Context: an optimization exercise on an open-source flow, tuned for small area and a short achievable clock period. The choices shown serve that exercise and are no tape-out recipe. Where RTL was checked, it was by simulation tests only, not by an equivalence proof against the original. Power figures rest on the tool's default switching activity, not on a simulated workload.

== the previous run ==
Design mips_exec_stage, start of the top module:
module mips_exec_stage
#(
  parameter logic [31:0] EXCEPT_VEC = 32'h8000_0000
)
(
  input  logic                  clk,
  input  logic                  rst_n,
  input  logic                  instr_valid,
  input  logic [WORD_W-1:0]     instr,
  input  logic [WORD_W-1:0]     rs_data,
  input  logic [WORD_W-1:0]     rt_data,
  input  logic [PC_W-1:0]       pc_crnt,
  input  logic [PC_W-1:0]       pc_next,
  input  logic                  cause_bd,
  input  logic                  exl,
  output logic                  greg_wen,
  output logic [REG_ADDR_W-1:0] greg_waddr,
  output logic [WORD_W-1:0]     greg_wdata,
  output logic                  pcreg_wen,
  output logic [PC_W-1:0]       pcreg_wdata,
  output logic                  exception,
  output logic                  cause_wen,
  output logic [3:0]            cause_excode,
  output logic                  epc_wen,
  output logic [WORD_W-1:0]     epc_data
);
==> flow/config.mk <==
export PLATFORM = sky130hd
export DESIGN_NAME = mips_exec_stage
export DESIGN_NICKNAME = mips_exec_stage
export VERILOG_FILES = /design/flow/design.v
export SDC_FILE = /design/flow/constraint.sdc
export NUM_CORES = 4
export LEC_CHECK = 0
export ABC_AREA = 1
export CAP_MARGIN = 20
export CORE_MARGIN = 2
export CORE_UTILIZATION = 50
export PLACE_DENSITY = 0.75
export SETUP_SLACK_MARGIN = 3.25
export SLEW_MARGIN = 20
export BUFFER_PORTS_ARGS = -buffer_cell sky130_fd_sc_hd__buf_1
==> flow/constraint.sdc <==
create_clock -name core_clock -period 8.0 [get_ports {clk}]
set_input_delay 1.6000 -clock core_clock [delete_from_list [all_inputs] [get_ports {clk}]]
set_output_delay 1.6000 -clock core_clock [all_outputs]
set_load 0.01 [all_outputs]
standard.sh (not shown) runs the stock make flow with config.mk's settings and CLKGATE_MAP_FILE= SYNTH_SCRIPT=/design/flow/synth_recipe.tcl, a recipe that flattens the netlist after the stock synthesis.
==> flow/flow/run.sh <==
#!/bin/bash
set -e
echo "export BUFFER_PORTS_ARGS = -buffer_cell sky130_fd_sc_hd__buf_1" >> config.mk
export BUFFER_PORTS_ARGS="-buffer_cell sky130_fd_sc_hd__buf_1"
bash standard.sh > standard.log 2>&1
[inputs] the current run vs the previous run
--- a/flow/config.mk
+++ b/flow/config.mk
@@ -11,5 +11,5 @@
 export CORE_UTILIZATION = 50
 export PLACE_DENSITY = 0.75
-export SETUP_SLACK_MARGIN = 3.25
+export SETUP_SLACK_MARGIN = 3.4
 export SLEW_MARGIN = 20
 export BUFFER_PORTS_ARGS = -buffer_cell sky130_fd_sc_hd__buf_1
- The current run | status: complete | timing, DRC, antenna: pass
- The previous run: no failed stages, no open violations at the end
- Looking only at sequential share of layout area, and setting everything else aside, the lower value of the previous run and the current run goes to the current run.
- Fmax (the current run over the previous run): decrease, 2.8 MHz
- The core utilization of the finished layout of the current run exceeds that of the previous run by 2.1 points.

* * *

== run K ==
Another version of the RTL of mips_exec_stage (not shown whole).
For scale: about 1700 cells after synthesis, about 270 I/O pins, roughly 13000 um^2 of cells after synthesis.
// mips_exec_stage
module mips_exec_stage
#(
  parameter logic [31:0] EXCEPT_VEC = 32'h8000_0000
)
(
  input  logic                  clk,
  input  logic                  rst_n,
  input  logic                  instr_valid,
  input  logic [WORD_W-1:0]     instr,
  input  logic [WORD_W-1:0]     rs_data,
  input  logic [WORD_W-1:0]     rt_data,
  input  logic [PC_W-1:0]       pc_crnt,
  input  logic [PC_W-1:0]       pc_next,
  input  logic                  cause_bd,
  input  logic                  exl,
  output logic                  greg_wen,
  output logic [REG_ADDR_W-1:0] greg_waddr,
  output logic [WORD_W-1:0]     greg_wdata,
  output logic                  pcreg_wen,
  output logic [PC_W-1:0]       pcreg_wdata,
  output logic                  exception,
  output logic                  cause_wen,
  output logic [3:0]            cause_excode,
  output logic                  epc_wen,
  output logic [WORD_W-1:0]     epc_data
);
export LEC_CHECK = 0
export CAP_MARGIN = 20
export CORE_MARGIN = 2
export CORE_UTILIZATION = 50
export PLACE_DENSITY = 0.75
export SETUP_SLACK_MARGIN = 3.5
export SLEW_MARGIN = 20
export BUFFER_PORTS_ARGS = -buffer_cell sky130_fd_sc_hd__buf_1
create_clock -name core_clock -period 8.0 [get_ports {clk}]
Scripts as last shown in full above: flow/flow/run.sh
Run K | status: complete | timing, DRC, antenna: pass
Relative to run K, the following input files were edited for run E:
- swapping 3.5 for 3.0 in SETUP_SLACK_MARGIN
### Flow results
- Run E finished all stages; the layout is clean.
- Power in sequential cells across run E and run K: no real change.
- Compared with run K, run E shows a fraction of layout cells with a size suffix above 1 that is 3.7 points lower.
- Run E against run K: count of TritonRoute iterations in the first routing pass went up 1; final design area excluding fillers lost about 4%; number of standard cells in the final layout excluding fillers decreased by 27 relative to the old numbers.
- Compared with run K, run E shows a lower routed wire length.
- Going from run K to run E, combinational group power shrank by a few percent.
- For the non-clock buffer count, run E came in 25 lower than run K did.
- The lower global-route usage came out of run E.
- Relative contribution of combinational cells to total power delta for run E relative to run K: 1.4 points lower
No run of this note included a check of the RTL's function; only the layout flow was run.

* * *

mips_exec_stage, a different RTL version from the one above (not shown whole).
For scale: about 1400 cells after synthesis, about 73 flip-flops, roughly 0.0098 mm² of cells after synthesis.
export LEC_CHECK = 0
export CAP_MARGIN = 20
export CORE_MARGIN = 2
export CORE_UTILIZATION = 25
export SETUP_SLACK_MARGIN = 2.5
export SLEW_MARGIN = 20
create_clock -name core_clock -period 8.0 [get_ports {clk}]
==> flow/flow/run.sh <==
#!/bin/bash
set -euo pipefail
here=$(pwd)
rm -rf "$here/scripts"
cp -r "$FLOW_HOME/scripts" "$here/scripts"
cp "$here/flow/abc.script" "$here/scripts/abc_speed.script"
sed -e "s#SYNTH_SCRIPT=#SCRIPTS_DIR=$here/scripts BUFFER_PORTS_ARGS='-buffer_cell sky130_fd_sc_hd__buf_1' SYNTH_SCRIPT=#" standard.sh > flow_standard.sh
grep -q "SCRIPTS_DIR=$here/scripts" flow_standard.sh
bash flow_standard.sh > standard.log 2>&1
==> flow/flow/abc.script <==
strash
dch
amap
topo
stime -c
The first run ran to the end with no violations.
Then changed:
==> flow/flow/run.sh (replaced) <==
#!/bin/bash
set -e
echo "export BUFFER_PORTS_ARGS = -buffer_cell sky130_fd_sc_hd__buf_1" >> config.mk
export BUFFER_PORTS_ARGS="-buffer_cell sky130_fd_sc_hd__buf_1"
bash standard.sh > standard.log 2>&1
--- a/flow/config.mk
+++ b/flow/config.mk
@@ -8,5 +8,6 @@
 export CAP_MARGIN = 20
 export CORE_MARGIN = 2
-export CORE_UTILIZATION = 25
-export SETUP_SLACK_MARGIN = 2.5
+export CORE_UTILIZATION = 50
+export SETUP_SLACK_MARGIN = 3.0
 export SLEW_MARGIN = 20
+export BUFFER_PORTS_ARGS = -buffer_cell sky130_fd_sc_hd__buf_1
removed: flow/flow/abc.script
What happened: The new run finished with timing, DRC and antenna clean. Synthesized area grows by 17%. Final area goes up by 1.0%. Non-clock buffer count came out lower by 46. Core utilization rises by 26 points.
Then changed:
--- a/flow/config.mk
+++ b/flow/config.mk
@@ -8,6 +8,6 @@
 export CAP_MARGIN = 20
 export CORE_MARGIN = 2
-export CORE_UTILIZATION = 50
-export SETUP_SLACK_MARGIN = 3.0
+export CORE_UTILIZATION = 25
+export SETUP_SLACK_MARGIN = 2.5
 export SLEW_MARGIN = 20
 export BUFFER_PORTS_ARGS = -buffer_cell sky130_fd_sc_hd__buf_1
Effect: Fmax went down by 8.6%. Cell area went down by 3.9%. Worst hold slack loses 0.035 ns. Worst setup slack loses 0.47 ns.
Then changed:
--- a/flow/config.mk
+++ b/flow/config.mk
@@ -9,5 +9,5 @@
 export CORE_MARGIN = 2
 export CORE_UTILIZATION = 25
-export SETUP_SLACK_MARGIN = 2.5
+export SETUP_SLACK_MARGIN = 3.0
 export SLEW_MARGIN = 20
 export BUFFER_PORTS_ARGS = -buffer_cell sky130_fd_sc_hd__buf_1
What happened: The new run ran to the end with no violations; die area stays the same; synthesized area stays the same; sequential power hardly moves; sequential share of layout area came out lower by 0.69 points; power came out higher by 1.2%; final cell count came out higher by 1.4%; setup slack is better by 0.35 ns; final area came out higher by 6.7%.
Then changed:
--- a/flow/config.mk
+++ b/flow/config.mk
@@ -9,5 +9,5 @@
 export CORE_MARGIN = 2
 export CORE_UTILIZATION = 25
-export SETUP_SLACK_MARGIN = 3.0
+export SETUP_SLACK_MARGIN = 3.5
 export SLEW_MARGIN = 20
 export BUFFER_PORTS_ARGS = -buffer_cell sky130_fd_sc_hd__buf_1
The new run went through all stages and came out clean.
Combinational power barely changes.
Core utilization rises by 0.66 points.
Worst hold slack is better by 0.031 ns.
Clock-buffer cell count stays the same.
Power rises by 5.2%.
Routed wire length rises by 1.8%.
Design area rises by 2.1%.
Cell count rises by 0.38%.
Die area is unchanged.
Function was not checked in any run of this note: the RTL went through the layout flow alone.

* * *

mips_exec_stage, a different RTL version from the one above (not shown whole).
Size: ~1,600 cells after synthesis, roughly 73 flip-flops, ~270 I/O pins.
Settings: LEC_CHECK=0, CAP_MARGIN=20, CORE_MARGIN=2, CORE_UTILIZATION=50, PLACE_DENSITY=0.75, SETUP_SLACK_MARGIN=3.0, SLEW_MARGIN=20, BUFFER_PORTS_ARGS=-buffer_cell sky130_fd_sc_hd__buf_1; clock period 8.0 ns.
==> flow/flow/run.sh <==
#!/bin/bash
set -e
echo "export BUFFER_PORTS_ARGS = -buffer_cell sky130_fd_sc_hd__buf_1" >> config.mk
export BUFFER_PORTS_ARGS="-buffer_cell sky130_fd_sc_hd__buf_1"
bash standard.sh > standard.log 2>&1
==> next run, changes <==
--- a/flow/config.mk
+++ b/flow/config.mk
@@ -6,4 +6,5 @@
 export NUM_CORES = 4
 export LEC_CHECK = 0
+export ABC_AREA = 1
 export CAP_MARGIN = 20
 export CORE_MARGIN = 2
After rerunning: The new run completed with no timing, DRC or antenna violations. Design area came out lower by 1.7%. Area after synthesis came out higher by 4.6%. Sequential cell count does not change. Combinational power came out lower by about 7%. Critical path depth came out higher by 1. Fmax came out higher by 2.0%. Count of clock-buffer cells in the layout does not change.
No run of this note included a check of the RTL's function; only the layout flow was run.

[what the ideal ports hide]
No port has a modelled driver above. Below, the same layouts with a new extraction and two added sets of constraints. Step 1 sets driving cells, clkbuf_16 on the clock port and buf_2 on the other inputs (assumed; they add their load-dependent delay and slew). Step 2 also shifts input and output timing later by t, the mid clock arrival at the registers, as if the neighbouring blocks saw the same clock. Slacks: no drivers / after step 1 / after step 2; pairs: no drivers / after step 1.
run	shift t [ns]	setup WS [ns]	worst setup path after step 2
the previous run	0.407	3.426 / 3.451 / 3.044	input to register
the current run	0.411	3.367 / 3.391 / 2.980	input to register
run K	0.414	3.185 / 3.060 / 2.646	input to register
run E	0.409	3.013 / 2.954 / 2.544	input to register
the first run of note 3	0.409	2.184 / 2.167 / 1.758	input to register
the second run of note 3	0.410	3.033 / 3.017 / 2.607	input to register
the third run of note 3	0.435	2.566 / 2.570 / 2.135	input to register
the fourth run of note 3	0.420	2.921 / 2.913 / 2.493	input to register
the fifth run of note 3	0.441	2.942 / 2.937 / 2.496	input to register
the first run of note 4	0.407	2.929 / 2.938 / 2.531	input to register
the second run of note 4	0.403	3.029 / 3.056 / 2.653	input to register
After both steps every run listed still meets setup and hold. For run K, which loses most, drivers alone change the setup slack by -0.125 ns; drivers and shift together by -0.539 ns.
